This design comes from an exercise in tuning for small area, a short achievable clock period and few clock cycles per item on the open sky130 flow, not from production work.
The RTL was checked by simulation tests, not by an equivalence proof against the original design.
Power and IR drop assume default switching activity.

==> flow/design.v (outline; a module is shown in full before it is edited, if it fits) <==
// module tgs_sqrt: 93 lines
// module tgs_div: 74 lines
// module tgs_mul: 3417 lines
// module tree_group_shrink_top: 825 lines
module tree_group_shrink_top (
  input  wire logic        clk_i,
  input  wire logic        rst_ni,
  input  wire logic        start,
  output logic             busy,
  input  wire logic [99:0] in_word_i,
  input  wire logic        cfg_valid_i,
  output logic             cfg_ready_o,
  input  wire logic [6:0]  cfg_data_i,
  output logic             out_valid_o,
  output logic [40:0]      out_word_o
);
  // ...
==> flow/flow/run.sh <==
#!/bin/bash
# Layout flow: the standard flow (standard.sh: ORFS synthesis through finish, then the final
# DEF), with the timing repair steps asked to keep this much setup slack on the design's own
# clock, so that they keep working on paths well inside the clock period.
set -euo pipefail
export SETUP_SLACK_MARGIN=13.0
bash standard.sh > standard_flow.log 2>&1
==> flow/standard.sh <==
#!/bin/bash
# synth_recipe.tcl (not shown) runs the flow's synth.tcl, then flattens the netlist and writes it again
# the make line also repeats each setting of config.mk as NAME=value (left out here)
make -C /OpenROAD-flow-scripts/flow DESIGN_CONFIG=/design/flow/config.mk WORK_HOME=/design/flow/orfs CLKGATE_MAP_FILE= SYNTH_SCRIPT=/design/flow/synth_recipe.tcl "${@:-finish}"
==> flow/config.mk <==
export PLATFORM = sky130hd
export DESIGN_NAME = tree_group_shrink_top
export DESIGN_NICKNAME = tree_group_shrink_top
export VERILOG_FILES = /design/flow/design.v
export SDC_FILE = /design/flow/constraint.sdc
export NUM_CORES = 8
export LEC_CHECK = 0
export CAP_MARGIN = 30
export CORE_MARGIN = 2
export CORE_UTILIZATION = 52
export CTS_CLUSTER_DIAMETER = 180
export CTS_CLUSTER_SIZE = 16
export PLACE_DENSITY = 0.58
export SLEW_MARGIN = 30
==> flow/constraint.sdc <==
create_clock -name core_clock -period 18.0 [get_ports {clk_i}]
set_input_delay 3.6000 -clock core_clock [delete_from_list [all_inputs] [get_ports {clk_i}]]
set_output_delay 3.6000 -clock core_clock [all_outputs]
set_load 0.01 [all_outputs]
==> impl_summary.log, run 1 <==
INFO  metric synthesis.instances = 36.4k
INFO  metric share_of_flip_flops_with_an_asynchronous_set_or_reset_after_synthesis = 1.31%
INFO  metric filler_cell_count = 74.2k
INFO  metric cp_max_fo = 2
INFO  metric holdCritStartpoint = b3_mag[0][28]$_DFF_P_
INFO  metric status = complete, no violations
INFO  metric multi_input_area_share = 33.7%
INFO  metric synth-compound-area-share = 14.1%
INFO  metric core = 0.930 mm²
INFO  metric grt_pass1_wl = 2710 mm
INFO  metric groute.usage.overall = 41.4%
INFO  metric comb_power_share = 54.4%
INFO  metric grt_max_degree = 151
INFO  metric yosys_warnings = 50
INFO  metric syn-num-nets = 39.1k
INFO  metric count_of_buffers_added_by_post_cts_timing_repair_for_setup = 243
INFO  metric powerClk = 0.0162 W
INFO  metric number_of_antenna_violations_at_the_first_check_in_global_routing = 193
INFO  metric holdCritPathClass = flip-flop to flip-flop
INFO  metric final-clk-cell-share = 3.87%
INFO  metric report.final.slew_viol_count = 0
INFO  metric final-hold-violation-count = 0
INFO  metric tapcell.inserted = 12.3k
INFO  metric multi_input_combinational = 22.2k
INFO  metric slowest_delay = 0.64 ns
INFO  metric startpoint_type = flip-flop
INFO  metric sequential_to_total_area_share_from_yosys_stat = 61.3%
INFO  metric topRoutingLayerUsed = met5
Testbench counts, summed over its fixed seeds: cycles 18,360, runs 96.
==> module tree_group_shrink_top, before the edit <==
module tree_group_shrink_top (
  input  wire logic        clk_i,
  input  wire logic        rst_ni,
  input  wire logic        start,
  output logic             busy,
  input  wire logic [99:0] in_word_i,
  input  wire logic        cfg_valid_i,
  output logic             cfg_ready_o,
  input  wire logic [6:0]  cfg_data_i,
  output logic             out_valid_o,
  output logic [40:0]      out_word_o
);
  localparam int K = 8;                  
  localparam int KW = 3;
  localparam int NB = 2;                 
  localparam int CW = 3;                 
  localparam int NF = 3;                 
  localparam logic [1:0] E_IDLE = 2'd0, E_COMP = 2'd1, E_ERR = 2'd3;
  localparam logic [1:0] T_SUM = 2'd0, T_SCL = 2'd1, T_FIN = 2'd2;
  localparam logic [2:0] G_SUMW = 3'd0, G_SUMI = 3'd1, G_INB = 3'd2, G_QRDY = 3'd3,
                         G_DONE = 3'd4;
  localparam logic [1:0] M_SCL = 2'd0, M_ZERO = 2'd1, M_KEEP = 2'd2;
  logic        busy_q, rdy_q;
  logic        cv_q;
  logic [99:0] cw_q;
  logic [6:0]  len_q;
  logic        acc_cmd, acc_run;
  assign acc_cmd = start & ~busy_q;
  assign acc_run = acc_cmd & (in_word_i[99:98] == 2'd2);
  assign busy = busy_q;
  assign cfg_ready_o = rdy_q;
  always_ff @(posedge clk_i) cw_q <= in_word_i;
  logic [1:0]  c_op;
  logic [5:0]  c_eidx, c_slot;
  logic [31:0] c_eval;
  logic [7:0]  c_s, c_e;
  logic [30:0] c_w;
  logic [6:0]  c_cnt;
  assign c_op = cw_q[99:98];
  assign c_eidx = cw_q[97:92];
  assign c_eval = cw_q[91:60];
  assign c_slot = cw_q[59:54];
  assign c_s = cw_q[53:46];
  assign c_e = cw_q[45:38];
  assign c_w = cw_q[37:7];
  assign c_cnt = cw_q[6:0];
  logic cv_elem, cv_grp, cv_run;
  assign cv_elem = cv_q && c_op == 2'd0;
  assign cv_grp = cv_q && c_op == 2'd1;
  assign cv_run = cv_q && c_op == 2'd2;
  logic [31:0] vmem [64];
  logic [31:0] xmem [64];
  logic [42:0] tmem [64];    
  logic [63:0] ne_q;         
  logic        root0_q, broot0_q;
  logic [30:0] w0_q;
  logic        g_ne, g_bad;
  logic [5:0]  g_a, g_b;
  assign g_ne = $signed(c_s) <= $signed(c_e);
  assign g_bad = ($signed(c_s) < 8'sd1) || ($signed(c_e) > 8'sd64);
  assign g_a = c_s[5:0] - 6'd1;
  assign g_b = c_e[5:0] - 6'd1;
  always_ff @(posedge clk_i) begin
    if (cv_elem) vmem[c_eidx] <= c_eval;
    if (cv_grp) begin
      tmem[c_slot] <= g_bad ? {6'd1, 6'd0, c_w} : {g_a, g_b, c_w};
      ne_q[c_slot] <= g_ne;
      if (c_slot == 6'd0) begin
        root0_q <= (c_s == 8'hff) && (c_e == 8'hff);
        broot0_q <= (c_s == 8'hff) && (c_e != 8'hff);
        w0_q <= c_w;
      end
    end
  end
  logic [1:0]  est_q;
  logic        rq_q;
  logic [6:0]  runc_q;
  logic [6:0]  n_q;
  logic [5:0]  nm1_q, pnm1_q;
  logic        root_q;
  logic [5:0]  last_q, gi_q;
  logic        scan_q;
  logic [1:0]  errst_q;
  logic [63:0] raw_q, pend_q;
  logic [63:0] zb_q [2];     
  logic        rb_q;         
  logic        s0;
  logic [6:0]  s_n, s_c;
  logic        s_root, s_broot;
  logic [63:0] s_m;
  logic [5:0]  s_last;
  logic        s_any;
  always_comb begin
    s_n = (len_q == 7'd0) ? 7'd1 : ((len_q > 7'd64) ? 7'd64 : len_q);
    s_c = (runc_q > 7'd64) ? 7'd64 : runc_q;
    s_root = (s_c != 7'd0) && root0_q;
    s_broot = (s_c != 7'd0) && broot0_q;
    for (int i = 0; i < 64; i++) s_m[i] = ne_q[i] && (7'(i) < s_c) && !(i == 0 && s_root);
    s_last = '0;
    for (int i = 0; i < 64; i++) if (s_m[i]) s_last = 6'(i);
    s_any = |s_m;
  end
  logic        fv_q, fne_q, flast_q;
  logic [5:0]  fa_q, fb_q;
  logic [30:0] fl_q;
  logic        f_err, f_drop, f_load, f_take;
  logic [42:0] t_rd;
  logic        t_ne;
  logic [63:0] goh;          
  always_comb begin
    t_rd = '0;
    t_ne = 1'b0;
    goh = 64'd1 << gi_q;
    for (int i = 0; i < 64; i++) begin
      t_rd = t_rd | (tmem[i] & {43{goh[i]}});
      t_ne = t_ne | (ne_q[i] & goh[i]);
    end
  end
  logic [K-1:0]  ev_q;
  logic [2:0]    est_e [K];
  logic [5:0]    ea_q [K];
  logic [5:0]    eb_q [K];
  logic [30:0]   el_q [K];
  logic [K-1:0]  elast_q;
  logic [K-1:0]  etag_q;       
  logic [1:0]    emode_q [K];
  logic [KW-1:0] hd_q, tl_q, sidx_q, didx_q;
  logic [KW:0]   cnt_q, nsum_q;
  logic [CW-1:0] cred_q;
  logic        pv_q, pl2_q, pfirst_q;
  logic [1:0]  pl2l_q;       
  logic [4:0]  pp_q, pe_q;
  logic [5:0]  plo_q, phi_q;
  logic        stag_q;       
  logic [KW-1:0] spidx_q;    
  logic        kv_q;
  logic [4:0]  kpp_q, kpe_q;
  logic [5:0]  klo_q, khi_q;
  logic [31:0] kq_q;
  logic [31:0] koh_q;
  logic        xv_q, xnr_q, xgap_q, xro_q, xbk_q;
  logic [1:0]  xm_q;
  logic [4:0]  xpp_q, xpe_q;
  logic [5:0]  xhi_q, xa_q, xb_q;
  logic [31:0] xq_q;
  logic [31:0] xoh_q;
  logic [31:0] pq_q;
  logic [31:0] poh_q;        
  logic        b1_v, b1_l2, b1_last, b1_first;
  logic [1:0]  b1_l2in;
  logic [1:0]  b1_t, b1_m, b1_act, b1_inr, b1_rr, b1_cp;
  logic [4:0]  b1_p;
  logic [31:0] b1_q;
  logic [31:0] b1_val [2];
  logic        b2_v, b2_l2, b2_last, b2_first;
  logic [1:0]  b2_l2in;
  logic [1:0]  b2_t, b2_act, b2_sign, b2_inc, b2_zout, b2_cp;
  logic [4:0]  b2_p;
  logic [31:0] b2_mag [2];
  logic [16:0] b2_one [2];
  logic [16:0] b2_two [2];
  logic [16:0] b2_neg [2];
  logic        b3_v, b3_l2, b3_last, b3_first;
  logic [1:0]  b3_l2in;
  logic [1:0]  b3_t, b3_act, b3_sign, b3_inc, b3_zout, b3_cp;
  logic [31:0] b3_mag [2];
  logic [4:0]  b3_p;
  logic [69:0] b3_s [2];
  logic [69:0] b3_c [2];
  logic        b4_v, b4_last;
  logic [1:0]  b4_t, b4_act, b4_sign, b4_inc, b4_zout, b4_cp;
  logic [31:0] b4_mag [2];
  logic [4:0]  b4_p;
  logic [31:0] b4_r [2];
  logic [69:0] acs_q, acc_q;    
  logic [69:0] sum_q;           
  logic [61:0] l2_q, l2d_q;
  logic        sv_q, sd_q;      
  logic        h_v, h_last;
  logic [5:0]  h_j;
  logic [31:0] h_val;
  logic [NF-1:0] bf_v;
  logic [68:0] bf_s [NF];
  logic [30:0] bf_l [NF];
  logic        sq_load, sq_busy, dv_done, dv_take, dv_busy;
  assign dv_busy = 1'b0;
  logic [31:0] dv_q;
  logic        kill;
  logic [KW-1:0] hd, sc;
  assign hd = hd_q;
  assign sc = sidx_q;
  logic        big, dec_zero, dec_keep, dec_b, dec_zk;
  assign big = sum_q > {8'd0, l2d_q};
  assign dec_zero = sd_q && !big;
  assign dec_keep = sd_q && big && el_q[didx_q] == 31'd0;
  assign dec_b = sd_q && big && el_q[didx_q] != 31'd0;
  assign dec_zk = dec_zero || dec_keep;
  logic        zm_en;
  logic [63:0] zmask;
  assign zm_en = dec_zero && !elast_q[didx_q];
  always_comb for (int j = 0; j < 64; j++)
    zmask[j] = zm_en && (6'(j) >= ea_q[didx_q]) && (6'(j) <= eb_q[didx_q]);
  logic        stall, beat, beat_el, lastbeat, a_free;
  logic        kstall, kbeat, klast, k_free;
  logic        xstall, xbeat, xlast;
  logic        scl_rdy, iss_scl, iss_sum, iss_fin0, iss_fin, retire;
  logic [1:0]  act, xact, kact, own;
  logic        pend_e, pend_o, xpend_e, xpend_o, kpend_e, kpend_o;
  logic [31:0] roh;
  always_comb begin
    pend_e = 1'b0;
    pend_o = 1'b0;
    xpend_e = 1'b0;
    xpend_o = 1'b0;
    kpend_e = 1'b0;
    kpend_o = 1'b0;
    for (int p = 0; p < 32; p++) begin
      pend_e = pend_e | (poh_q[p] & pend_q[2*p]);
      pend_o = pend_o | (poh_q[p] & pend_q[2*p+1]);
      xpend_e = xpend_e | (xoh_q[p] & pend_q[2*p]);
      xpend_o = xpend_o | (xoh_q[p] & pend_q[2*p+1]);
      kpend_e = kpend_e | (koh_q[p] & pend_q[2*p]);
      kpend_o = kpend_o | (koh_q[p] & pend_q[2*p+1]);
    end
  end
  assign xact[0] = 1'b1;
  assign xact[1] = {xpp_q, 1'b1} <= xhi_q;
  assign xstall = xpend_e | (xpend_o & xact[1]) | xgap_q;
  logic        xsel, ksel;
  assign xsel = xv_q && !xgap_q;
  assign ksel = kv_q && !xsel;
  assign xbeat = xsel && !xstall;
  assign xlast = xbeat && xpp_q == xpe_q;
  assign kact[0] = {kpp_q, 1'b0} >= klo_q;
  assign kact[1] = {kpp_q, 1'b1} <= khi_q;
  assign kstall = (kpend_e & kact[0]) | (kpend_o & kact[1]);
  assign kbeat = ksel && !kstall;
  assign klast = kbeat && kpp_q == kpe_q;
  assign k_free = !kv_q || klast;
  assign act[0] = {pp_q, 1'b0} >= plo_q;
  assign act[1] = {pp_q, 1'b1} <= phi_q;
  always_comb begin
    for (int l = 0; l < 2; l++) begin
      logic [5:0] e;
      e = {pp_q, 1'(l)};
      own[l] = kv_q && e >= klo_q && e <= khi_q && pp_q >= kpp_q;
      for (int j = 0; j < K; j++)
        if (ev_q[j] && etag_q[j] == stag_q && KW'(j) != spidx_q &&
            (est_e[j] == G_SUMI || est_e[j] == G_INB || est_e[j] == G_QRDY) &&
            e >= ea_q[j] && e <= eb_q[j])
          own[l] = 1'b1;
    end
  end
  assign stall = ((pend_e | own[0]) & act[0]) | ((pend_o | own[1]) & act[1]);
  assign beat = pv_q && (pl2_q || !stall) && !xsel && !ksel;
  assign beat_el = pv_q && !pl2_q && !stall && !xsel && !ksel;
  assign lastbeat = beat_el && pp_q == pe_q;
  assign a_free = !pv_q || lastbeat;
  assign roh = xsel ? xoh_q : (ksel ? koh_q : poh_q);
  assign scl_rdy = est_q == E_COMP && ev_q[hd] &&
                   ((est_e[hd] == G_INB && dv_done) || est_e[hd] == G_QRDY);
  assign iss_sum = a_free && est_q == E_COMP && nsum_q != '0 && cred_q != '0;
  logic        tail_act, tail_ok;
  assign tail_act = ev_q[hd] && etag_q[hd] != rb_q;
  assign iss_fin = scl_rdy && elast_q[hd] && !xv_q && k_free;
  assign iss_scl = k_free && scl_rdy && !elast_q[hd] && (!xv_q || eb_q[hd] < {xpp_q, 1'b0});
  assign iss_fin0 = s0 && !s_broot && !s_any;
  assign dv_take = (iss_scl || iss_fin) && est_e[hd] == G_INB;
  assign retire = ev_q[hd] && (iss_scl || iss_fin || est_e[hd] == G_DONE);
  logic f_bad;
  assign f_bad = fv_q && fne_q && (fa_q > fb_q || {1'b0, fb_q} >= n_q);
  assign f_err = est_q == E_COMP && f_bad && !tail_act;
  assign f_drop = fv_q && !fne_q;
  assign f_load = est_q == E_COMP && fv_q && fne_q && !f_bad && cnt_q != (KW+1)'(K);
  assign f_take = f_drop || f_load;
  assign kill = f_err;
  logic [68:0] sq_s;
  logic [30:0] sq_l;
  assign sq_load = (bf_v[0] || dec_b) && !sq_busy;
  assign sq_s = bf_v[0] ? bf_s[0] : sum_q[68:0];
  assign sq_l = bf_v[0] ? bf_l[0] : el_q[didx_q];
  logic [NB-1:0] l_sqb, l_sqd, l_dvb, l_dvd, l_dvl;
  logic [35:0]   l_r [NB];
  logic [30:0]   l_l [NB];
  logic [31:0]   l_q [NB];
  localparam int NBW = (NB > 1) ? $clog2(NB) : 1;
  logic [NBW-1:0] bl_in_q, bl_out_q;
  assign sq_busy = l_sqb[bl_in_q];
  assign dv_done = l_dvd[bl_out_q];
  assign dv_q = l_q[bl_out_q];
  always_ff @(posedge clk_i or negedge rst_ni) begin
    if (!rst_ni) begin
      bl_in_q <= '0;
      bl_out_q <= '0;
    end else if (kill) begin
      bl_in_q <= '0;
      bl_out_q <= '0;
    end else begin
      if (sq_load) bl_in_q <= (bl_in_q == NB - 1) ? '0 : bl_in_q + 1'b1;
      if (dv_take) bl_out_q <= (bl_out_q == NB - 1) ? '0 : bl_out_q + 1'b1;
    end
  end
  for (genvar u = 0; u < NB; u++) begin : g_bl
    assign l_dvl[u] = l_sqd[u] && !l_dvb[u];
    tgs_sqrt u_sqrt (
      .clk_i, .rst_ni, .kill_i(kill), .load_i(sq_load && bl_in_q == u), .s_i(sq_s), .l_i(sq_l),
      .busy_o(l_sqb[u]), .done_o(l_sqd[u]), .take_i(l_dvl[u]), .r_o(l_r[u]), .l_o(l_l[u])
    );
    tgs_div u_div (
      .clk_i, .rst_ni, .kill_i(kill), .load_i(l_dvl[u]), .r_i(l_r[u]), .l_i(l_l[u]),
      .busy_o(l_dvb[u]), .done_o(l_dvd[u]), .take_i(dv_take && bl_out_q == u), .q_o(l_q[u])
    );
  end
  logic fin_inflight;
  assign fin_inflight = (b1_v && b1_t == T_FIN) || (b2_v && b2_t == T_FIN) ||
                        (b3_v && b3_t == T_FIN) || (b4_v && b4_t == T_FIN) || h_v;
  assign tail_ok = est_q == E_COMP && !scan_q && !fv_q && cnt_q == (KW+1)'(1) && ev_q[hd] &&
                   elast_q[hd] && !tail_act && est_e[hd] != G_SUMW && !pv_q && !kv_q && !xv_q &&
                   raw_q == '0;
  assign s0 = rq_q && pend_q == '0 &&
              ((est_q == E_IDLE && (!xv_q || (xro_q && s_any && !s_broot))) ||
               (tail_ok && s_any && !s_broot));
  logic [1:0] est_n;
  logic       rq_n;
  always_comb begin
    est_n = est_q;
    rq_n = rq_q;
    if (cv_run) rq_n = 1'b1;
    if (est_q == E_COMP && iss_fin && !tail_act) est_n = E_IDLE;
    if (s0) begin
      rq_n = 1'b0;
      if (s_broot) est_n = E_ERR;
      else if (!s_any) est_n = E_IDLE;
      else est_n = E_COMP;
    end
    if (est_q == E_COMP) begin
      if (f_err) est_n = E_ERR;
    end
    if (est_q == E_ERR && !xv_q && !fin_inflight) est_n = E_IDLE;
  end
  logic busy_d, xv_n, xro_n, take_ok;
  assign xv_n = (xv_q && !xlast) || iss_fin || iss_fin0;
  assign xro_n = (iss_fin || iss_fin0) ? (iss_fin && raw_q == '0) : xro_q;
  assign take_ok = (est_n == E_IDLE && !(xv_n && !xro_n)) ||
                   (est_n == E_COMP && !s0 && raw_q == '0 && !scan_q && !fv_q);
  assign busy_d = acc_run || cv_run || rq_n || !take_ok;
  always_ff @(posedge clk_i or negedge rst_ni) begin
    if (!rst_ni) begin
      busy_q <= 1'b0;
      rdy_q <= 1'b0;
      cv_q <= 1'b0;
      len_q <= 7'd64;
      est_q <= E_IDLE;
      rq_q <= 1'b0;
    end else begin
      busy_q <= busy_d;
      rdy_q <= ~busy_d;
      cv_q <= acc_cmd;
      if (cfg_valid_i && rdy_q) len_q <= cfg_data_i;
      est_q <= est_n;
      rq_q <= rq_n;
    end
  end
  always_ff @(posedge clk_i) begin
    if (cv_run) runc_q <= c_cnt;
    if (s0) begin
      n_q <= s_n;
      nm1_q <= 6'(s_n - 7'd1);
      pnm1_q <= nm1_q;
      root_q <= s_root;
      last_q <= s_last;
      errst_q <= 2'd1;
    end
    if (f_err) errst_q <= 2'd2;
  end
  always_ff @(posedge clk_i or negedge rst_ni) begin
    if (!rst_ni) begin
      scan_q <= 1'b0;
      fv_q <= 1'b0;
    end else if (kill) begin
      scan_q <= 1'b0;
      fv_q <= 1'b0;
    end else if (s0) begin
      scan_q <= !s_broot && s_any;
      fv_q <= 1'b0;
    end else begin
      if (f_take) fv_q <= 1'b0;
      if (scan_q && (!fv_q || f_take)) begin
        fv_q <= 1'b1;
        if (gi_q == last_q) scan_q <= 1'b0;
      end
    end
  end
  always_ff @(posedge clk_i) begin
    if (s0) begin
      gi_q <= s_root ? 6'd1 : 6'd0;
    end else if (scan_q && (!fv_q || f_take)) begin
      gi_q <= gi_q + 6'd1;
      fne_q <= t_ne;
      {fa_q, fb_q, fl_q} <= t_rd;
      flast_q <= gi_q == last_q;
    end
  end
  always_ff @(posedge clk_i or negedge rst_ni) begin
    if (!rst_ni) begin
      ev_q <= '0;
      hd_q <= '0;
      tl_q <= '0;
      sidx_q <= '0;
      didx_q <= '0;
      cnt_q <= '0;
      nsum_q <= '0;
      cred_q <= CW'(NF);
    end else if (kill) begin
      ev_q <= '0;
      hd_q <= '0;
      tl_q <= '0;
      sidx_q <= '0;
      didx_q <= '0;
      cnt_q <= '0;
      nsum_q <= '0;
      cred_q <= CW'(NF);
    end else begin
      if (retire) begin
        ev_q[hd] <= 1'b0;
        hd_q <= hd_q + 1'b1;
      end
      if (f_load) begin
        ev_q[tl_q] <= 1'b1;
        tl_q <= tl_q + 1'b1;
      end
      cnt_q <= cnt_q + (KW+1)'(f_load) - (KW+1)'(retire);
      nsum_q <= nsum_q + (KW+1)'(f_load) - (KW+1)'(iss_sum);
      if (iss_sum) sidx_q <= sidx_q + 1'b1;
      if (sd_q) didx_q <= didx_q + 1'b1;
      cred_q <= cred_q - CW'(iss_sum) + CW'(dec_zk) + CW'(sq_load);
    end
  end
  always_ff @(posedge clk_i) begin
    if (f_load) begin
      est_e[tl_q] <= G_SUMW;
      ea_q[tl_q] <= fa_q;
      eb_q[tl_q] <= fb_q;
      el_q[tl_q] <= fl_q;
      elast_q[tl_q] <= flast_q;
      etag_q[tl_q] <= rb_q;
    end
    if (iss_sum) est_e[sc] <= G_SUMI;
    if (sd_q) begin
      if (dec_b) begin
        est_e[didx_q] <= G_INB;
      end else if (elast_q[didx_q]) begin
        est_e[didx_q] <= G_QRDY;
        emode_q[didx_q] <= dec_zero ? M_ZERO : M_KEEP;
      end else begin
        est_e[didx_q] <= G_DONE;
      end
    end
  end
  always_ff @(posedge clk_i or negedge rst_ni) begin
    if (!rst_ni) bf_v <= '0;
    else if (kill) bf_v <= '0;
    else begin
      logic pop, push;
      logic [NF-1:0] v;
      pop = sq_load && bf_v[0];
      push = dec_b && !(sq_load && !bf_v[0]);
      v = pop ? (bf_v >> 1) : bf_v;
      if (push) v = {v[NF-2:0], 1'b1};
      bf_v <= v;
    end
  end
  always_ff @(posedge clk_i) begin
    logic pop;
    logic [NF-1:0] v, vp;
    pop = sq_load && bf_v[0];
    v = pop ? (bf_v >> 1) : bf_v;
    vp = {v[NF-2:0], 1'b1};           
    for (int i = 0; i < NF; i++) begin
      if (dec_b && !v[i] && vp[i]) begin
        bf_s[i] <= sum_q[68:0];
        bf_l[i] <= el_q[didx_q];
      end else if (pop && i < NF - 1) begin
        bf_s[i] <= bf_s[i+1];
        bf_l[i] <= bf_l[i+1];
      end
    end
  end
  always_ff @(posedge clk_i or negedge rst_ni) begin
    if (!rst_ni) begin
      pv_q <= 1'b0;
      kv_q <= 1'b0;
      xv_q <= 1'b0;
      xgap_q <= 1'b0;
    end else begin
      if (lastbeat) pv_q <= 1'b0;
      if (iss_sum) pv_q <= 1'b1;
      if (kill) pv_q <= 1'b0;
      if (klast) kv_q <= 1'b0;
      if (iss_scl) kv_q <= 1'b1;
      if (kill) kv_q <= 1'b0;
      xv_q <= xv_n;
      xgap_q <= xbeat && !xlast;
    end
  end
  always_ff @(posedge clk_i) begin
    if (beat) begin
      pl2_q <= 1'b0;
      if (beat_el) pfirst_q <= 1'b0;
      if (beat_el) begin
        pp_q <= pp_q + 5'd1;
        poh_q <= {poh_q[30:0], 1'b0};
      end
    end
    if (iss_sum) begin
      pfirst_q <= 1'b1;
      pl2_q <= !ea_q[sc][0] && eb_q[sc][0];
      pl2l_q <= {!ea_q[sc][0] && !eb_q[sc][0], ea_q[sc][0]};
      pp_q <= ea_q[sc][5:1];
      poh_q <= 32'd1 << ea_q[sc][5:1];
      pe_q <= eb_q[sc][5:1];
      plo_q <= ea_q[sc];
      phi_q <= eb_q[sc];
      pq_q <= {1'b0, el_q[sc]};
      stag_q <= etag_q[sc];
      spidx_q <= sc;
    end
    if (kbeat) begin
      kpp_q <= kpp_q + 5'd1;
      koh_q <= {koh_q[30:0], 1'b0};
    end
    if (iss_scl) begin
      kq_q <= dv_q;
      kpp_q <= ea_q[hd][5:1];
      koh_q <= 32'd1 << ea_q[hd][5:1];
      kpe_q <= eb_q[hd][5:1];
      klo_q <= ea_q[hd];
      khi_q <= eb_q[hd];
    end
    if (xbeat) begin
      xpp_q <= xpp_q + 5'd1;
      xoh_q <= {xoh_q[30:0], 1'b0};
    end
    if (iss_fin) begin
      xq_q <= dv_q;
      xm_q <= est_e[hd] == G_INB ? M_SCL : emode_q[hd];
      xa_q <= ea_q[hd];
      xb_q <= eb_q[hd];
      xnr_q <= 1'b0;
      xpp_q <= 5'd0;
      xoh_q <= 32'd1;
      xpe_q <= tail_act ? pnm1_q[5:1] : nm1_q[5:1];
      xhi_q <= tail_act ? pnm1_q : nm1_q;
      xro_q <= tail_act || raw_q == '0;
      xbk_q <= etag_q[hd];
    end
    if (iss_fin0) begin
      xm_q <= M_KEEP;
      xnr_q <= 1'b1;
      xpp_q <= 5'd0;
      xoh_q <= 32'd1;
      xpe_q <= 5'((s_n - 7'd1) >> 1);
      xhi_q <= 6'(s_n - 7'd1);
      xro_q <= 1'b0;
      xbk_q <= ~rb_q;
    end
  end
  logic [1:0]  wr_en;
  always_ff @(posedge clk_i or negedge rst_ni) begin
    if (!rst_ni) begin
      pend_q <= '0;
    end else if (kill) begin
      pend_q <= '0;
    end else begin
      for (int j = 0; j < 64; j++) begin
        if (kbeat && koh_q[j/2] && kact[j%2]) pend_q[j] <= 1'b1;
        else if (wr_en[j%2] && b4_p == 5'(j/2)) pend_q[j] <= 1'b0;
      end
    end
  end
  always_ff @(posedge clk_i or negedge rst_ni) begin
    if (!rst_ni) rb_q <= 1'b0;
    else if (s0) rb_q <= ~rb_q;
  end
  always_ff @(posedge clk_i) begin
    for (int j = 0; j < 64; j++) begin
      if (s0) begin
        raw_q[j] <= 7'(j) < s_n;
        zb_q[~rb_q][j] <= 1'b0;
      end else if (wr_en[j%2] && b4_p == 5'(j/2)) begin
        raw_q[j] <= 1'b0;
        zb_q[rb_q][j] <= 1'b0;
      end else if (zmask[j]) begin
        raw_q[j] <= 1'b0;
        zb_q[rb_q][j] <= 1'b1;
      end
    end
  end
  always_ff @(posedge clk_i or negedge rst_ni) begin
    if (!rst_ni) begin
      b1_v <= 1'b0;
      b2_v <= 1'b0;
      b3_v <= 1'b0;
      b4_v <= 1'b0;
    end else begin
      b1_v <= xbeat || ((kbeat || beat) && !kill);
      b2_v <= b1_v && !(kill && b1_t != T_FIN);
      b3_v <= b2_v && !(kill && b2_t != T_FIN);
      b4_v <= b3_v && !(kill && b3_t != T_FIN);
    end
  end
  logic [31:0] rd_val [2];
  logic [1:0]  rd_raw;
  logic [63:0] zsel, rsel;
  always_comb begin
    for (int j = 0; j < 64; j++) begin
      zsel[j] = (xsel ? xbk_q : rb_q) ? zb_q[1][j] : zb_q[0][j];
      rsel[j] = raw_q[j] && !(xsel && xro_q);
    end
    for (int l = 0; l < 2; l++) begin
      rd_val[l] = '0;
      rd_raw[l] = 1'b0;
      for (int p = 0; p < 32; p++) begin
        rd_val[l] = rd_val[l] | (vmem[2*p+l] & {32{roh[p] & rsel[2*p+l]}}) |
                    (xmem[2*p+l] & {32{roh[p] & ~rsel[2*p+l] & ~zsel[2*p+l]}});
        rd_raw[l] = rd_raw[l] | (roh[p] & rsel[2*p+l]);
      end
    end
  end
  always_ff @(posedge clk_i) begin
    b1_t <= xsel ? T_FIN : (ksel ? T_SCL : T_SUM);
    b1_l2 <= pl2_q && !xsel && !ksel;
    b1_first <= pfirst_q;
    b1_l2in <= {pl2l_q[1] && !pl2_q && pp_q == pe_q, pl2l_q[0] && !pl2_q && pfirst_q} &
               {2{!xsel && !ksel}};
    b1_p <= xsel ? xpp_q : (ksel ? kpp_q : pp_q);
    b1_last <= xsel ? xlast : (ksel ? klast : lastbeat);
    b1_m <= xm_q;
    b1_act <= xsel ? xact : (ksel ? kact : (pl2_q ? 2'b01 : act));
    b1_inr[0] <= !xnr_q && {xpp_q, 1'b0} >= xa_q && {xpp_q, 1'b0} <= xb_q;
    b1_inr[1] <= !xnr_q && {xpp_q, 1'b1} >= xa_q && {xpp_q, 1'b1} <= xb_q;
    b1_q <= xsel ? xq_q : (ksel ? kq_q : pq_q);
    b1_rr <= rd_raw & {2{root_q}};
    b1_cp <= rd_raw & act & {2{!xsel && !ksel && !pl2_q && !tail_act &&
                               (!xv_q || xbk_q == rb_q || pp_q < xpp_q)}};
    b1_val[0] <= rd_val[0];
    b1_val[1] <= rd_val[1];
  end
  logic [30:0] leff [2];
  logic [32:0] sp [2];
  logic [32:0] sm [2];
  logic [31:0] mag0 [2];
  logic [31:0] opb [2];
  logic [34:0] be [2];
  logic [1:0]  byp;
  always_comb begin
    for (int l = 0; l < 2; l++) begin
      leff[l] = b1_rr[l] ? w0_q : 31'd0;
      sp[l] = {b1_val[l][31], b1_val[l]} - {2'b00, leff[l]};             
      sm[l] = {~b1_val[l][31], ~b1_val[l]} + 33'd1 - {2'b00, leff[l]};   
      if (!b1_act[l]) mag0[l] = 32'd0;
      else if (!b1_val[l][31]) mag0[l] = sp[l][32] ? 32'd0 : sp[l][31:0];
      else mag0[l] = sm[l][32] ? 32'd0 : sm[l][31:0];
      byp[l] = b1_t == T_FIN && !(b1_inr[l] && b1_m == M_SCL);
      if (b1_l2) opb[l] = (l == 0) ? b1_q : 32'd0;
      else if (b1_l2in[l]) opb[l] = b1_q;
      else if (b1_t == T_SUM) opb[l] = mag0[l];
      else if (byp[l]) opb[l] = 32'hffff_ffff;
      else opb[l] = b1_q;
      be[l] = {2'b00, opb[l], 1'b0};
    end
  end
  always_ff @(posedge clk_i) begin
    b2_t <= b1_t;
    b2_l2 <= b1_l2;
    b2_first <= b1_first;
    b2_l2in <= b1_l2in;
    b2_p <= b1_p;
    b2_last <= b1_last;
    b2_act <= b1_act;
    for (int l = 0; l < 2; l++) begin
      b2_sign[l] <= b1_val[l][31];
      b2_cp[l] <= b1_cp[l] && !b1_l2in[l];
      b2_zout[l] <= b1_t == T_FIN && b1_inr[l] && b1_m == M_ZERO;
      b2_inc[l] <= byp[l] && mag0[l] != 32'd0;
      b2_mag[l] <= b1_l2 ? ((l == 0) ? b1_q : 32'd0) : (b1_l2in[l] ? b1_q : mag0[l]);
      for (int i = 0; i < 17; i++) begin
        b2_one[l][i] <= be[l][2*i+1] ^ be[l][2*i];
        b2_two[l][i] <= (be[l][2*i+2] & ~be[l][2*i+1] & ~be[l][2*i]) |
                        (~be[l][2*i+2] & be[l][2*i+1] & be[l][2*i]);
        b2_neg[l][i] <= be[l][2*i+2];
      end
    end
  end
  logic [69:0] m_s [2];
  logic [69:0] m_c [2];
  for (genvar l = 0; l < 2; l++) begin : g_mul
    tgs_mul u_mul (.a(b2_mag[l]), .one(b2_one[l]), .two(b2_two[l]), .neg(b2_neg[l]),
                   .s_o(m_s[l]), .c_o(m_c[l]));
  end
  always_ff @(posedge clk_i) begin
    b3_t <= b2_t;
    b3_l2 <= b2_l2;
    b3_first <= b2_first;
    b3_l2in <= b2_l2in;
    b3_p <= b2_p;
    b3_last <= b2_last;
    b3_act <= b2_act;
    b3_sign <= b2_sign;
    b3_cp <= b2_cp;
    b3_mag[0] <= b2_mag[0];
    b3_mag[1] <= b2_mag[1];
    b3_inc <= b2_inc;
    b3_zout <= b2_zout;
    for (int l = 0; l < 2; l++) begin
      b3_s[l] <= m_s[l];
      b3_c[l] <= m_c[l];
    end
  end
  logic        t_sum, in1;
  logic [69:0] ad_s, ad_c, l1_s, l1_c, x1, y1, x2, y2, x3, y3, x4, y4;
  logic [69:0] p0sum, p1sum;
  assign t_sum = b3_t == T_SUM;
  assign in1 = t_sum && b3_l2in == 2'b00;
  always_comb begin
    ad_s = (t_sum && !b3_l2 && !b3_first) ? acs_q : 70'd0;
    ad_c = (t_sum && !b3_l2 && !b3_first) ? acc_q : 70'd0;
    l1_s = in1 ? b3_s[1] : 70'd0;
    l1_c = in1 ? b3_c[1] : 70'd0;
    x1 = ad_s ^ ad_c ^ b3_s[0];
    y1 = {(ad_s[68:0] & ad_c[68:0]) | (ad_s[68:0] & b3_s[0][68:0]) |
          (ad_c[68:0] & b3_s[0][68:0]), 1'b0};
    x2 = b3_c[0] ^ l1_s ^ l1_c;
    y2 = {(b3_c[0][68:0] & l1_s[68:0]) | (b3_c[0][68:0] & l1_c[68:0]) |
          (l1_s[68:0] & l1_c[68:0]), 1'b0};
    x3 = x1 ^ y1 ^ x2;
    y3 = {(x1[68:0] & y1[68:0]) | (x1[68:0] & x2[68:0]) | (y1[68:0] & x2[68:0]), 1'b0};
    x4 = x3 ^ y3 ^ y2;
    y4 = {(x3[68:0] & y3[68:0]) | (x3[68:0] & y2[68:0]) | (y3[68:0] & y2[68:0]), 1'b0};
  end
  assign p0sum = b3_s[0] + b3_c[0];
  assign p1sum = b3_s[1] + b3_c[1];
  always_ff @(posedge clk_i) begin
    b4_t <= b3_t;
    b4_p <= b3_p;
    b4_last <= b3_last;
    b4_act <= b3_act;
    b4_sign <= b3_sign;
    b4_cp <= b3_cp;
    b4_mag[0] <= b3_mag[0];
    b4_mag[1] <= b3_mag[1];
    b4_inc <= b3_inc;
    b4_zout <= b3_zout;
    b4_r[0] <= p0sum[63:32];
    b4_r[1] <= p1sum[63:32];
    if (b3_v && t_sum) begin
      if (b3_l2) begin
        l2_q <= p0sum[61:0];
        acs_q <= '0;
        acc_q <= '0;
      end else if (b3_l2in[0]) begin
        l2_q <= p0sum[61:0];
        acs_q <= b3_s[1];
        acc_q <= b3_c[1];
      end else begin
        acs_q <= x4;
        acc_q <= y4;
        if (b3_l2in[1]) l2_q <= p1sum[61:0];
      end
    end
    if (sv_q) begin
      sum_q <= acs_q + acc_q;
      l2d_q <= l2_q;
    end
  end
  always_ff @(posedge clk_i or negedge rst_ni) begin
    if (!rst_ni) begin
      sv_q <= 1'b0;
      sd_q <= 1'b0;
    end else if (kill) begin
      sv_q <= 1'b0;
      sd_q <= 1'b0;
    end else begin
      sv_q <= b3_v && t_sum && b3_last;
      sd_q <= sv_q;
    end
  end
  logic [31:0] res [2];
  logic [31:0] wval [2];
  always_comb begin
    for (int l = 0; l < 2; l++) begin
      if (b4_cp[l]) res[l] = b4_mag[l];
      else res[l] = b4_zout[l] ? 32'd0 : (b4_r[l] + {31'd0, b4_inc[l]});
      wval[l] = b4_sign[l] ? (32'd0 - res[l]) : res[l];
    end
  end
  assign wr_en = ({2{b4_v && b4_t == T_SCL}} & b4_act) | ({2{b4_v && b4_t == T_SUM}} & b4_cp);
  always_ff @(posedge clk_i) begin
    if (wr_en[0]) xmem[{b4_p, 1'b0}] <= wval[0];
    if (wr_en[1]) xmem[{b4_p, 1'b1}] <= wval[1];
  end
  logic fin4;
  assign fin4 = b4_v && b4_t == T_FIN;
  logic err_emit;
  assign err_emit = est_q == E_ERR && !xv_q && !fin_inflight;
  always_ff @(posedge clk_i or negedge rst_ni) begin
    if (!rst_ni) begin
      out_valid_o <= 1'b0;
      h_v <= 1'b0;
    end else begin
      out_valid_o <= fin4 || h_v || err_emit;
      h_v <= fin4 && b4_act[1];
    end
  end
  always_ff @(posedge clk_i) begin
    if (fin4) out_word_o <= {wval[0], b4_p, 1'b0, b4_last && !b4_act[1], 2'b00};
    else if (h_v) out_word_o <= {h_val, h_j, h_last, 2'b00};
    else out_word_o <= {32'd0, 6'd0, 1'b1, errst_q};
  end
  always_ff @(posedge clk_i) begin
    h_val <= wval[1];
    h_j <= {b4_p, 1'b1};
    h_last <= b4_last;
  end
endmodule
==> run 2: changes to the inputs <==
--- a/flow/design.v
+++ b/flow/design.v
@@ -3803,7 +3803,7 @@
   logic [31:0] b4_r [2];
   logic [69:0] acs_q, acc_q;    
-  logic [69:0] sum_q;           
-  logic [61:0] l2_q, l2d_q;
-  logic        sv_q, sd_q;      
+  logic [69:0] ssum;            
+  logic [61:0] l2_q;
+  logic        sv_q;            
   logic        h_v, h_last;
   logic [5:0]  h_j;
@@ -3820,8 +3820,9 @@
   assign sc = sidx_q;
   logic        big, dec_zero, dec_keep, dec_b, dec_zk;
-  assign big = sum_q > {8'd0, l2d_q};
-  assign dec_zero = sd_q && !big;
-  assign dec_keep = sd_q && big && el_q[didx_q] == 31'd0;
-  assign dec_b = sd_q && big && el_q[didx_q] != 31'd0;
+  assign ssum = acs_q + acc_q;
+  assign big = ssum > {8'd0, l2_q};
+  assign dec_zero = sv_q && !big;
+  assign dec_keep = sv_q && big && el_q[didx_q] == 31'd0;
+  assign dec_b = sv_q && big && el_q[didx_q] != 31'd0;
   assign dec_zk = dec_zero || dec_keep;
   logic        zm_en;
@@ -3906,7 +3907,7 @@
   logic [68:0] sq_s;
   logic [30:0] sq_l;
-  assign sq_load = (bf_v[0] || dec_b) && !sq_busy;
-  assign sq_s = bf_v[0] ? bf_s[0] : sum_q[68:0];
-  assign sq_l = bf_v[0] ? bf_l[0] : el_q[didx_q];
+  assign sq_load = bf_v[0] && !sq_busy;
+  assign sq_s = bf_s[0];
+  assign sq_l = bf_l[0];
   logic [NB-1:0] l_sqb, l_sqd, l_dvb, l_dvd, l_dvl;
   logic [35:0]   l_r [NB];
@@ -4062,5 +4063,5 @@
       nsum_q <= nsum_q + (KW+1)'(f_load) - (KW+1)'(iss_sum);
       if (iss_sum) sidx_q <= sidx_q + 1'b1;
-      if (sd_q) didx_q <= didx_q + 1'b1;
+      if (sv_q) didx_q <= didx_q + 1'b1;
       cred_q <= cred_q - CW'(iss_sum) + CW'(dec_zk) + CW'(sq_load);
     end
@@ -4076,5 +4077,5 @@
     end
     if (iss_sum) est_e[sc] <= G_SUMI;
-    if (sd_q) begin
+    if (sv_q) begin
       if (dec_b) begin
         est_e[didx_q] <= G_INB;
@@ -4093,6 +4094,6 @@
       logic pop, push;
       logic [NF-1:0] v;
-      pop = sq_load && bf_v[0];
-      push = dec_b && !(sq_load && !bf_v[0]);
+      pop = sq_load;
+      push = dec_b;
       v = pop ? (bf_v >> 1) : bf_v;
       if (push) v = {v[NF-2:0], 1'b1};
@@ -4108,5 +4109,5 @@
     for (int i = 0; i < NF; i++) begin
       if (dec_b && !v[i] && vp[i]) begin
-        bf_s[i] <= sum_q[68:0];
+        bf_s[i] <= ssum[68:0];
         bf_l[i] <= el_q[didx_q];
       end else if (pop && i < NF - 1) begin
@@ -4217,10 +4218,10 @@
         raw_q[j] <= 7'(j) < s_n;
         zb_q[~rb_q][j] <= 1'b0;
-      end else if (wr_en[j%2] && b4_p == 5'(j/2)) begin
-        raw_q[j] <= 1'b0;
-        zb_q[rb_q][j] <= 1'b0;
       end else if (zmask[j]) begin
         raw_q[j] <= 1'b0;
         zb_q[rb_q][j] <= 1'b1;
+      end else if (wr_en[j%2] && b4_p == 5'(j/2)) begin
+        raw_q[j] <= 1'b0;
+        zb_q[rb_q][j] <= 1'b0;
       end
     end
@@ -4398,19 +4399,12 @@
       end
     end
-    if (sv_q) begin
-      sum_q <= acs_q + acc_q;
-      l2d_q <= l2_q;
-    end
   end
   always_ff @(posedge clk_i or negedge rst_ni) begin
     if (!rst_ni) begin
       sv_q <= 1'b0;
-      sd_q <= 1'b0;
     end else if (kill) begin
       sv_q <= 1'b0;
-      sd_q <= 1'b0;
     end else begin
       sv_q <= b3_v && t_sum && b3_last;
-      sd_q <= sv_q;
     end
   end
--- a/flow/flow/run.sh
+++ b/flow/flow/run.sh
@@ -4,4 +4,4 @@
 # clock, so that they keep working on paths well inside the clock period.
 set -euo pipefail
-export SETUP_SLACK_MARGIN=13.0
+export SETUP_SLACK_MARGIN=12.5
 bash standard.sh > standard_flow.log 2>&1
--- a/flow/config.mk
+++ b/flow/config.mk
@@ -6,9 +6,9 @@
 export NUM_CORES = 8
 export LEC_CHECK = 0
-export CAP_MARGIN = 30
+export CAP_MARGIN = 20
 export CORE_MARGIN = 2
-export CORE_UTILIZATION = 52
+export CORE_UTILIZATION = 58
 export CTS_CLUSTER_DIAMETER = 180
 export CTS_CLUSTER_SIZE = 16
-export PLACE_DENSITY = 0.58
-export SLEW_MARGIN = 30
+export PLACE_DENSITY = 0.64
+export SLEW_MARGIN = 20
==> run 2 against run 1 <==
Compared with the run above: non-clock buffer count is 53 lower; final cell count shrank 3.4%; clock power is essentially flat; clock skew down 0.021 ns; global-route usage rose by 3.9 points; via count is 0.83% higher; synthesized cell count is 0.64% lower; sequential power about the same; register-to-register slack lost 2.8 ns; synthesized area shrank 1.3%; first-iteration DRC count rose by 13%; utilization grew 6.4 points.
==> impl_summary.log, run 2 <==
INFO  metric status = complete, no violations
INFO  metric groute.usage.overall = 45.4% (+3.9 points)
INFO  metric die_span_in_x = 913 µm
INFO  metric chip_height = 913 µm
INFO  metric cp_max_fo = 7 (+5)
INFO  metric route.detailed.wl_per_inst = 40.7 µm
INFO  metric vdd_ir_drop_max = 0.675 mV
INFO  metric power_leakage = 185 nW
INFO  metric max_freq = 125 MHz
INFO  metric synth.lib_cells_used.distinct = 128
INFO  metric number_of_antenna_violations_at_the_first_check_in_global_routing = 169 (-12%)
INFO  metric drt_pre_antenna_iters = 10
INFO  metric syn_area = 0.479 mm²
INFO  metric cp_data_arrival_time = 8.94 ns
INFO  metric cts_num_sinks = 10.2k
INFO  metric grt_pass1_vias = 329k
INFO  metric ys_dominant_reg_cell = sky130_fd_sc_hd__edfxtp_1
INFO  metric timing.critical_path.slowest_stage_cell = sky130_fd_sc_hd__or4_4
INFO  metric grt_pass1_wl = 2650 mm (-2.3%)
INFO  metric dr_total_vias = 350k
INFO  metric largestRegisters = tmem: 2752 flops, vmem: 2048 flops, xmem: 2048 flops
INFO  metric grt_max_degree = 142 (-6.0%)
INFO  metric fin_worst_hold_slack = 0.282 ns
INFO  metric drc_violation_count_after_routing = 0
INFO  metric cts-htree-levels = 6
INFO  metric yosys_warnings = 50 (unchanged)
INFO  metric number_of_synthesized_flops_with_an_enable_pin = 8836
INFO  metric postRouteAntennaNets = 0
INFO  metric sequential_to_total_area_share_from_yosys_stat = 61.3% (about the same)
INFO  metric grt.overflow.total = 0
INFO  metric worst_skew_pair.late_latency = 1.25 ns
INFO  metric portBuffers = 154
INFO  metric rows = 333
INFO  metric period_needed = 8.02 ns
INFO  metric share_of_flip_flops_with_an_asynchronous_set_or_reset_after_synthesis = 1.32% (+0.0073 points)
INFO  metric drt_iter0_drcs = 62.9k
INFO  metric holdCritPathClass = flip-flop to flip-flop
INFO  metric power.density = 203 mW/mm²
INFO  metric area_growth_syn_to_layout = 10.8%
INFO  metric design.portCount = 155
INFO  metric slowest_delay = 0.68 ns (+0.04 ns)
INFO  metric core = 0.823 mm² (-11%)
INFO  metric net_count_final = 39.2k
INFO  metric vias_per_cell = 7.29
INFO  metric syn-num-nets = 38.9k (-0.59%)
INFO  metric setup_ws_pre_cts = 8.16 ns
INFO  metric tritoncts = done
INFO  metric layout-drive-gt1-share = 11.4%
INFO  metric critical_path_cell_count = 41
INFO  metric largest_register = tmem
INFO  metric synthesis.instances = 36.2k (-0.64%)
INFO  metric setup_violators_final = 0
INFO  metric hold_path_depth = 0
INFO  metric avgSynthCellArea = 13.2 µm²
INFO  metric post-synth-top-count-cell = sky130_fd_sc_hd__edfxtp_1
INFO  metric finalCritPeriodShare = 44.6%
INFO  metric tritoncts.num_buffers = 709
INFO  metric filler_cell_count = 60.3k (-19%)
INFO  metric hpwl = 1210 mm
INFO  metric worst_path_dominant_cell_family = simple AND/OR/NAND/NOR gates
INFO  metric maxCapViolations = 0
INFO  metric gp_congestion = 1.01
INFO  metric cp_num_buf_inv = 9
INFO  metric timing_worst_setup_path_type = flip-flop to flip-flop
INFO  metric slew_headroom = 7.07%
INFO  metric critPathCaptureType = flip-flop
INFO  metric clockRootBuffer = sky130_fd_sc_hd__clkbuf_16
INFO  metric yosys-top-cells-count = 8836 x sky130_fd_sc_hd__edfxtp_1, 3109 x sky130_fd_sc_hd__a22oi_1, 2109 x sky130_fd_sc_hd__nand2_1, 1904 x sky130_fd_sc_hd__clkbuf_1, 1777 x sky130_fd_sc_hd__inv_1
INFO  metric synth-seq-cells = 10.2k
INFO  metric final_cell_mix = 8836 x sky130_fd_sc_hd__edfxtp_1, 3069 x sky130_fd_sc_hd__a22oi_1, 2051 x sky130_fd_sc_hd__nand2_1, 1711 x sky130_fd_sc_hd__inv_1, 1376 x sky130_fd_sc_hd__nor2_1
INFO  metric die_area = 0.834 mm²
INFO  metric fin_worst_skew = 0.153 ns
INFO  metric final_common_cell = sky130_fd_sc_hd__edfxtp_1
INFO  metric unrepaired_setup_endpoints_after_global_routing = yes
INFO  metric clkTransAtPathRegs = 0.09 ns
INFO  metric leading_post_synthesis_cells_by_cell_area = sky130_fd_sc_hd__edfxtp_1 55%, sky130_fd_sc_hd__dfxtp_1 5.2%, sky130_fd_sc_hd__fa_1 4.9%, sky130_fd_sc_hd__a22oi_1 4.9%, sky130_fd_sc_hd__ha_1 3.6%
INFO  metric final-hold-violation-count = 0 (unchanged)
INFO  metric timing.reg2reg.worst_path_depth = 41
INFO  metric initial_utilization = 58.2%
INFO  metric post-synth-top-area-cell = sky130_fd_sc_hd__edfxtp_1
INFO  metric worst_slack = 9.98 ns
INFO  metric worst-slew-pin-transition = 1.39 ns
INFO  metric report.final.slew_viol_count = 0 (unchanged)
INFO  metric worst_ep_required_time = 18.92 ns
INFO  metric setup_total_negative_slack = 0 ns
INFO  metric largest_register_ff_count = 2752
INFO  metric yosysTopAreaCellShare = 55.4%
INFO  metric startpoint_type = flip-flop
INFO  metric clock_path_buffers = 4
INFO  metric wire_length_after_detailed_routing = 1960 mm
==> run 2: final timing paths <==
check / endpoint / slack, ns / start
setup / recovery: zb_q[0][0]$_DFFE_PP_ / 9.98 / acc_q[0]$_SDFFCE_PP0P_
hold / removal: b4_p[2]$_DFF_P_ / 0.28 / b3_p[2]$_DFF_P_
setup reg to reg: zb_q[0][0]$_DFFE_PP_ / 9.98 / acc_q[0]$_SDFFCE_PP0P_
hold reg to reg: b4_p[2]$_DFF_P_ / 0.28 / b3_p[2]$_DFF_P_
max in group asynchronous: len_q[4]$_DFFE_PN0P_ / 13.37 / rst_ni
min in group asynchronous: sidx_q[1]$_DFFE_PN0P_ / 2.45 / rst_ni
==> run 2: cells by family after synthesis <==
group	synth area share, %
flops	61.3
compound gates	14.1
simple gates	7.43
buf+inv	3.10
fa+ha+maj	8.57
xor+xnor	3.83
mux	1.69
==> run 2: layer usage <==
layer	global-route usage, %	wire length, µm	vias up
li1	-	-	139000
met1	59.5	675000	174000
met2	66.0	825000	30100
met3	13.8	289000	6757
met4	29.4	166000	91
met5	0.120	879	-
==> run 2: metrics by stage <==
stage | total power, W | utilization, % | instances | area, µm²
after floorplan | 0.0672 | - | 36200 | 480000
after global placement | 0.0882 | 60.6 | 46200 | 499000
after detailed placement | 0.0891 | 60.6 | 46200 | 499000
final | 0.108 | 64.6 | 48100 | 531000
after CTS | 0.106 | 64.0 | 47700 | 527000
after global routing | 0.114 | 64.5 | 47900 | 531000
==> run 2: what timing repair did <==
item,in CTS,in global routing
hold buffers,0,0
pin swaps,169,164
gates resized for setup,870,471
setup endpoints to repair,2333,1745
cloned,78,10
setup buffers,239,126
==> run 2: where the power goes <==
group          internal, W  switching [W]
logic               0.0214         0.0372
clock network      0.00747        0.00839
registers           0.0308        0.00275
total               0.0597         0.0483
==> run 2: final cells by class <==
type / instances / area [µm²] / share of cell area (%)
Tap cell: 10900 / 13600 / 2.56
Timing Repair Buffer: 1717 / 16700 / 3.13
Antenna cell: 204 / 510 / 0.0961
Timing Repair inverter: 1 / 8.76 / 0.00165
Inverter: 1799 / 6850 / 1.29
Multi-Input combinational cell: 22100 / 179000 / 33.7
Clock inverter: 55 / 1220 / 0.230
Clock buffer: 1108 / 19400 / 3.65
Sequential cell: 10200 / 294000 / 55.3
Testbench counts of run 2, summed over its fixed seeds: cycles 18,355, runs 96.
==> run 3: changes to the inputs <==
--- a/flow/config.mk
+++ b/flow/config.mk
@@ -8,7 +8,7 @@
 export CAP_MARGIN = 20
 export CORE_MARGIN = 2
-export CORE_UTILIZATION = 58
+export CORE_UTILIZATION = 52
 export CTS_CLUSTER_DIAMETER = 180
 export CTS_CLUSTER_SIZE = 16
-export PLACE_DENSITY = 0.64
+export PLACE_DENSITY = 0.58
 export SLEW_MARGIN = 20
==> run 3 against run 2 <==
Compared with the run above: now fails the layout checks on capacitance limit; synthesized cell count unchanged; die area up 11%; fmax up 0.87%; wire length up 3.9%; first-iteration DRC count fell by 8.1%; clock skew decreased by 0.015 ns; combinational power is 2% higher; register-to-register slack better by 0.07 ns; sequential share of layout area shrank 0.22 points; power up 1.1%; clock power about the same.
==> impl_summary.log, run 3 <==
INFO  metric tritoncts.num_buffers = 724 (+2.1%)
INFO  metric gp_congestion = 1.01 (about the same)
INFO  metric vdd_ir_drop_max = 0.807 mV (+20%)
INFO  metric startpoint_type = flip-flop
INFO  metric holdCritPathClass = flip-flop to flip-flop
INFO  metric core = 0.919 mm² (+12%)
INFO  metric clkTransAtPathRegs = 0.08 ns (about the same)
INFO  metric report.final.slew_viol_count = 0 (unchanged)
INFO  metric cts_num_sinks = 10.2k (unchanged)
INFO  metric drc_violation_count_after_routing = 0 (unchanged)
INFO  metric period_needed = 7.95 ns (-0.0695 ns)
INFO  metric setup_total_negative_slack = 0 ns (unchanged)
INFO  metric sequential_to_total_area_share_from_yosys_stat = 61.3% (unchanged)
INFO  metric multi_input_area = 0.179 mm² (+0.15%)
INFO  metric chip_height = 964 µm (+5.6%)
INFO  metric number_of_antenna_violations_at_the_first_check_in_global_routing = 165 (-2.4%)
INFO  metric clock_path_buffers = 5 (+1)
INFO  metric wire_length_after_detailed_routing = 2030 mm (+3.9%)
INFO  metric cp_num_buf_inv = 5 (-4)
INFO  metric status = complete, but fails checks
INFO  metric ys_dominant_reg_cell = sky130_fd_sc_hd__edfxtp_1
INFO  metric worst-slew-pin-transition = 1.44 ns (+0.0509 ns)
INFO  metric grt_pass1_wl = 2720 mm (+2.8%)
INFO  metric max_freq = 126 MHz (+0.87%)
INFO  metric area_growth_syn_to_layout = 11.3%
INFO  metric cts_hold_buffers = 0 (unchanged)
INFO  metric cp_max_fo = 6 (-1)
INFO  metric synth.lib_cells_used.distinct = 128 (unchanged)
INFO  metric power.density = 205 mW/mm² (+0.69%)
INFO  metric hpwl = 1250 mm (+3.5%)
INFO  metric yosysTopAreaCellShare = 55.4% (unchanged)
INFO  metric rows = 352 (+5.7%)
INFO  metric violatedChecks = capacitance limit
INFO  metric synthesis.instances = 36.2k (unchanged)
INFO  metric maxCapViolations = 1 (+1)
INFO  metric synth-seq-cells = 10.2k (unchanged)
INFO  metric grt_max_degree = 142 (unchanged)
INFO  metric clockRootBuffer = sky130_fd_sc_hd__clkbuf_16
INFO  metric layout-drive-gt1-share = 11.6% (+0.13 points)
INFO  metric syn-num-nets = 38.9k (unchanged)
INFO  metric route.detailed.wl_per_inst = 41.2 µm (+1.1%)
INFO  metric worst_slack = 10.05 ns (+0.0695 ns)
INFO  metric postRouteAntennaNets = 0 (unchanged)
INFO  metric drt_iter0_drcs = 57.8k (-8.1%)
INFO  metric largest_register = tmem
INFO  metric portBuffers = 154 (unchanged)
INFO  metric final_cell_mix = 8836 x sky130_fd_sc_hd__edfxtp_1, 3068 x sky130_fd_sc_hd__a22oi_1, 2053 x sky130_fd_sc_hd__nand2_1, 1713 x sky130_fd_sc_hd__inv_1, 1364 x sky130_fd_sc_hd__nor2_1
INFO  metric dr_total_vias = 347k (-0.86%)
INFO  metric cp_data_arrival_time = 8.76 ns (-0.18 ns)
INFO  metric timing.critical_path.slowest_stage_cell = sky130_fd_sc_hd__o211ai_1
INFO  metric yosys-top-cells-count = 8836 x sky130_fd_sc_hd__edfxtp_1, 3109 x sky130_fd_sc_hd__a22oi_1, 2109 x sky130_fd_sc_hd__nand2_1, 1904 x sky130_fd_sc_hd__clkbuf_1, 1777 x sky130_fd_sc_hd__inv_1
INFO  metric groute.usage.overall = 42.2% (-3.1 points)
INFO  metric setup_violators_final = 0 (unchanged)
INFO  metric fin_worst_skew = 0.139 ns (-0.0145 ns)
INFO  metric avgSynthCellArea = 13.2 µm² (unchanged)
INFO  metric grt_pass1_vias = 325k (-1.3%)
INFO  metric post-synth-top-count-cell = sky130_fd_sc_hd__edfxtp_1
INFO  metric post-synth-top-area-cell = sky130_fd_sc_hd__edfxtp_1
INFO  metric final-hold-violation-count = 0 (unchanged)
INFO  metric number_of_synthesized_flops_with_an_enable_pin = 8836 (unchanged)
INFO  metric totalPowerFinal = 0.109 W (+1.1%)
INFO  metric critPathCaptureType = flip-flop
INFO  metric design.portCount = 155 (unchanged)
INFO  metric leading_post_synthesis_cells_by_cell_area = sky130_fd_sc_hd__edfxtp_1 55%, sky130_fd_sc_hd__dfxtp_1 5.2%, sky130_fd_sc_hd__fa_1 4.9%, sky130_fd_sc_hd__a22oi_1 4.9%, sky130_fd_sc_hd__ha_1 3.6%
INFO  metric worst_path_dominant_cell_family = compound AO/OA/AOI/OAI gates
INFO  metric finalCritPeriodShare = 44.2% (-0.39 points)
INFO  metric filler_cell_count = 73.6k (+22%)
INFO  metric net_count_final = 39.3k (+0.15%)
INFO  metric die_area = 0.929 mm² (+11%)
INFO  metric layout.core_utilization = 58.1% (-6.5 points)
INFO  metric initial_utilization = 52.2% (-6.1 points)
INFO  metric final_common_cell = sky130_fd_sc_hd__edfxtp_1
INFO  metric drt_pre_antenna_iters = 7 (-3)
INFO  metric power_leakage = 185 nW (+0.16%)
INFO  metric slowest_delay = 0.47 ns (-0.21 ns)
INFO  metric cts-htree-levels = 6 (unchanged)
INFO  metric worst_ep_required_time = 18.80 ns (-0.12 ns)
INFO  metric die_span_in_x = 964 µm (+5.6%)
INFO  metric setup_ws_pre_cts = 8.04 ns (-0.120 ns)
INFO  metric grt.overflow.total = 0 (unchanged)
INFO  metric share_of_flip_flops_with_an_asynchronous_set_or_reset_after_synthesis = 1.32% (unchanged)
INFO  metric yosys_warnings = 50 (unchanged)
INFO  metric vias_per_cell = 7.03 (-3.5%)
INFO  metric final-seq-area = 0.294 mm² (about the same)
INFO  metric syn_area = 0.479 mm² (unchanged)
INFO  metric largestRegisters = tmem: 2752 flops, vmem: 2048 flops, xmem: 2048 flops
INFO  metric timing_worst_setup_path_type = flip-flop to flip-flop
INFO  metric slew_headroom = 0.925% (-6.1 points)
INFO  metric worst_skew_pair.late_latency = 1.20 ns (-0.05 ns)
INFO  metric largest_register_ff_count = 2752 (unchanged)
INFO  metric unrepaired_setup_endpoints_after_global_routing = yes
INFO  metric tritoncts = done
[run 3: cell counts after synthesis]
Identical to the previous run, type by type.
[run 3: final timing paths]
check	from	endpoint	slack, ns	cells after the start
max reg2reg	acc_q[34]$_SDFFCE_PP0P_	zb_q[0][56]$_DFFE_PP_	10.05	36
min reg2reg	b1_p[3]$_DFF_P_	b2_p[3]$_DFF_P_	0.29	0
min in group asynchronous	rst_ni	sidx_q[2]$_DFFE_PN0P_	2.46	1
min	b1_p[3]$_DFF_P_	b2_p[3]$_DFF_P_	0.29	0
max	acc_q[34]$_SDFFCE_PP0P_	zb_q[0][56]$_DFFE_PP_	10.05	36
max in group asynchronous	rst_ni	rq_q$_DFF_PN0_	13.29	3
[run 3: metal layers]
layer / GRT usage, % / vias up / routed length (µm)
met5: 0.0925 / - / 695
met2: 61.8 / 26100 / 863000
met3: 11.7 / 5228 / 271000
li1: - / 139000 / -
met1: 57.1 / 177000 / 751000
met4: 24.0 / 66 / 146000
[run 3: what timing repair did]
action / 4_1_cts / 5_1_grt
gates resized for setup: 832 / 577
setup buffers: 220 / 177
setup endpoints to repair: 2245 / 2004
cloned: 64 / 41
pin swaps: 222 / 182
[run 3: area by class of cell]
| type | instances | area share (%) |
|---|---|---|
| clock buffer | 1128 | 3.72 |
| timing repair buffer | 1749 | 3.24 |
| clock inverter | 32 | 0.102 |
| sequential | 10200 | 55.1 |
| inverter | 1799 | 1.28 |
| tap | 12200 | 2.86 |
| multi-input combinational | 22100 | 33.6 |
| antenna | 146 | 0.0685 |
[run 3: cells by family after synthesis]
group	count (synthesis)	share of synthesized area, %
fa+ha+maj	2574	8.57
mux	730	1.69
xor+xnor	2092	3.83
compound gates	9391	14.1
simple gates	7269	7.43
buf+inv	3914	3.10
flops	10200	61.3
[run 3: power breakdown]
part | switching, W | leakage, nW | internal (W)
Combinational | 0.0379 | 83.7 | 0.0216
Sequential | 0.00287 | 91.9 | 0.0308
Clock | 0.00841 | 9.76 | 0.00760
Total | 0.0492 | 185 | 0.0601
[run 3: stage by stage]
step | area, µm² | hold slack [ns] | cells
finish | 533000 | 0.291 | 49400
detailed placement | 501000 | 0.312 | 47500
CTS | 528000 | 0.293 | 49000
floorplan | 480000 | 0.310 | 36200
global route | 533000 | 0.311 | 49300
global placement | 500000 | 0.310 | 47500

-- port drivers added, routing unchanged --
The results above use ideal ports. As a check the final layouts listed here were re-extracted and re-timed, cells and wires unchanged.
Step 1 sets driving cells, clkbuf_16 on the clock port and buf_2 on the other inputs (assumed; they add their load-dependent delay and slew).
Step 2 times the ports against the registers' clock, not the clock port: input delays grow and output delays shrink by t, the midpoint of the rising clock arrivals with the driver on.
Three values: ideal, step 1, step 2; two values: the first two.
run | t (ns) | setup WS [ns] | worst slew at a driven data input, ns
run 1 | 1.267 | 12.417 / 12.261 / 12.297 | 0.07
run 2 | 1.353 | 9.979 / 9.979 / 9.979 | 0.22
run 3 | 1.300 | 10.049 / 10.049 / 10.049 | 0.24
For run 1, which loses most, drivers alone change the setup slack by -0.156 ns; drivers and shift together by -0.120 ns.
